Background: an optimization exercise with open tools, aiming at small area and a short achievable clock period. Do not read the settings as production practice.
Function was checked by simulation only, so behaviour that the tests miss may differ from the original.
Power and IR drop assume default switching activity.

Setup of job 698:
## adc_capture_top
module adc_capture_top
(
	input  logic                      main_clk,
	input  logic                      arst_n_i,
	input  logic [127:0]              adc_raw_i,
	input  logic                      peak_rst_i,     
	input  logic                      snap_start_i,
	input  logic                      snap_rst_i,
	input  logic [7:0]                snap_addr_i,
	output logic [127:0]              adc_data_o,     
	output logic [63:0]               adc_peak_o,     
	output logic                      snap_ready_o,
	output logic [7:0]                snap_data_o
);
	logic [127:0] ordered_word;
	logic [127:0] ordered_next;   
	lane_reorder u_lane_reorder
	(
		.main_clk  (main_clk),
		.arst_n_i  (arst_n_i),
		.raw_i     (adc_raw_i),
		.ordered_d (ordered_next),
		.ordered_o (ordered_word)
	);
	sample_convert u_sample_convert
	(
		.main_clk  (main_clk),
		.arst_n_i  (arst_n_i),
		.ordered_i (ordered_word),
		.signed_o  (adc_data_o)
	);
	peak_detect u_peak_detect
	(
		.main_clk  (main_clk),
		.arst_n_i  (arst_n_i),
		.ordered_d (ordered_next),
		.ordered_i (ordered_word),
		.restart_i (peak_rst_i),
		.peak_o    (adc_peak_o)
	);
	snap_buffer u_snap_buffer
	(
		.main_clk (main_clk),
		.arst_n_i (arst_n_i),
		.word_i   (ordered_word),
		.start_i  (snap_start_i),
		.clear_i  (snap_rst_i),
		.addr_i   (snap_addr_i),
		.ready_o  (snap_ready_o),
		.data_o   (snap_data_o)
	);
endmodule
For scale: roughly 2,400 flip-flops, about 340 I/O pins, roughly 72,000 sq um of cells after synthesis.
Settings: LEC_CHECK=0, CAP_MARGIN=20, CORE_MARGIN=2, CORE_UTILIZATION=40, CTS_CLUSTER_DIAMETER=70, CTS_CLUSTER_SIZE=24, SETUP_SLACK_MARGIN=3.6, SLEW_MARGIN=20, SYNTH_HIERARCHICAL=1; clock period 6.6 ns.
run.sh (not shown) runs the stock make flow with config.mk's settings and CLKGATE_MAP_FILE= SYNTH_SCRIPT=/design/flow/synth_recipe.tcl, a recipe that flattens the netlist after the stock synthesis.
> inputs changed (job 698 -> job 1065)
Settings: SETUP_SLACK_MARGIN now 3.8, was 3.6.
--- outcome ---
- Summary of the comparison: final-stage net count is higher in job 1065, relative to job 698.
- Job 1065 vs job 698 — cell area after layout climbed slightly
- | post-CTS setup repair buffer count | lower: job 698 |
- In the metrics for job 1065 and job 698, the one carrying the higher total buffers and inverters traversed by the critical path is job 698.
- For worst hold-check slack, job 1065 and job 698 come out practically identical.
- Total power of job 1065 is higher than that of job 698.
- Diff job 698..job 1065 | count of inverters not on the clock network in the layout | unchanged
- Synthesis-to-layout area growth: job 1065 vs job 698 up 1.7 points
- Diff job 698..job 1065 | total standard cell area after synthesis | unchanged

---

Starting RTL as in the previous note.
==> flow/config.mk <==
export PLATFORM = sky130hd
export DESIGN_NAME = adc_capture_top
export DESIGN_NICKNAME = adc_capture_top
export VERILOG_FILES = /design/flow/design.v
export SDC_FILE = /design/flow/constraint.sdc
export NUM_CORES = 4
export LEC_CHECK = 0
export CAP_MARGIN = 20
export CORE_MARGIN = 2
export CORE_UTILIZATION = 40
export CTS_CLUSTER_DIAMETER = 76
export CTS_CLUSTER_SIZE = 28
export SETUP_SLACK_MARGIN = 3.5
export SLEW_MARGIN = 20
export SYNTH_HIERARCHICAL = 1
==> flow/constraint.sdc <==
create_clock -name core_clock -period 6.6 [get_ports {main_clk}]
set_input_delay 1.3200 -clock core_clock [delete_from_list [all_inputs] [get_ports {main_clk}]]
set_output_delay 1.3200 -clock core_clock [all_outputs]
set_load 0.01 [all_outputs]
Then changed:
Settings changed: SETUP_SLACK_MARGIN 3.5 to 3.8.
Effect:
- clock power goes down by about 2%
- design area goes up by 1.1%
- die area stays the same
- global-route usage goes up by 0.39 points
- combinational power goes up by 15%
- critical path depth goes down by 2
- worst setup slack gains 0.097 ns
- total power goes up by 1.2%
- clock skew goes down by 0.021 ns

---

## old
adc_capture_top, a different RTL version from the one above (not shown whole).
For scale: ~5,400 cells after synthesis, about 2,400 flip-flops, roughly 340 I/O pins.
clock: 6.6 ns
lec_check: 0
cap_margin: 20
core_margin: 2
core_utilization: 52
cts_cluster_diameter: 70
cts_cluster_size: 24
setup_slack_margin: 3.8
slew_margin: 20
synth_hierarchical: 1
diff inputs: old => new
Settings: swapping 52 for 40 in CORE_UTILIZATION.
## What came out
In new, the area of the placeable core came out about 30% above the value in old. When new is measured against old, its data required time at the worst endpoint turns out 70 ps higher. new: final-layout clock-cell area share higher than old. new — net switching power figure 520 uW higher, old as reference. Going from old to new, routed wire length grows by about 4%. Total power: new above old. Between old and new, the number of buffers added for setup after CTS is higher for new. On static leakage: between old and new, it ends up higher for new.

---

Another version of the RTL of adc_capture_top (not shown whole).
Size: roughly 5400 cells after synthesis, ~340 I/O pins, ~71000 um2 of cells after synthesis.
export LEC_CHECK = 0
export CAP_MARGIN = 20
export CORE_MARGIN = 2
export CORE_UTILIZATION = 40
export SETUP_SLACK_MARGIN = 3.8
export SLEW_MARGIN = 20
export SYNTH_HIERARCHICAL = 1
create_clock -name core_clock -period 6.6 [get_ports {main_clk}]
==> next run, changes <==
Settings changed: CTS_CLUSTER_DIAMETER set to 70, CTS_CLUSTER_SIZE set to 24.
The new run ran to the end with no violations; fmax decreases slightly; first-iteration DRC count decreases by a little under a tenth; setup slack loses 40 ps; via count decreases slightly; worst hold slack gains 12 ps; total power decreases by roughly a tenth.

## what the ideal ports hide
Ports are ideal in the flow. The routed layouts listed here were re-timed in OpenROAD.
Step 1 sets driving cells, clkbuf_16 on the clock port and buf_2 on the other inputs (assumed; they add their load-dependent delay and slew).
Step 2 also shifts input and output timing later by t, the mid clock arrival at the registers, as if the neighbouring blocks saw the same clock.
a / b / c = ideal / step 1 / step 2; a / b = the first two.
run | shift t [ns] | setup slack, ns | hold slack, ns | worst setup path at the end | pins driven straight from the clock port
job 698 | 0.885 | 3.646 / 3.582 / 2.813 | 0.327 / 0.327 / 0.327 | input to register | 1
job 1065 | 0.877 | 3.632 / 3.677 / 2.800 | 0.328 / 0.328 / 0.328 | input to register | 1
the first run of note 2 | 0.849 | 3.538 / 3.485 / 2.741 | 0.325 / 0.325 / 0.325 | input to register | 1
the second run of note 2 | 0.867 | 3.636 / 3.688 / 2.820 | 0.327 / 0.327 / 0.327 | input to register | 1
old | 0.828 | 3.448 / 3.431 / 2.604 | 0.330 / 0.330 / 0.330 | input to register | 1
new | 0.888 | 3.581 / 3.571 / 2.683 | 0.326 / 0.326 / 0.326 | input to register | 1
the first run of note 4 | 0.921 | 3.445 / 3.386 / 2.465 | 0.324 / 0.324 / 0.324 | input to register | 1
the second run of note 4 | 0.859 | 3.405 / 3.352 / 2.493 | 0.336 / 0.336 / 0.336 | input to register | 1
After both steps every run listed still meets setup and hold. The setup slack of the first run of note 4, which loses most, moves by -0.059 ns with the drivers and by -0.980 ns with both steps.
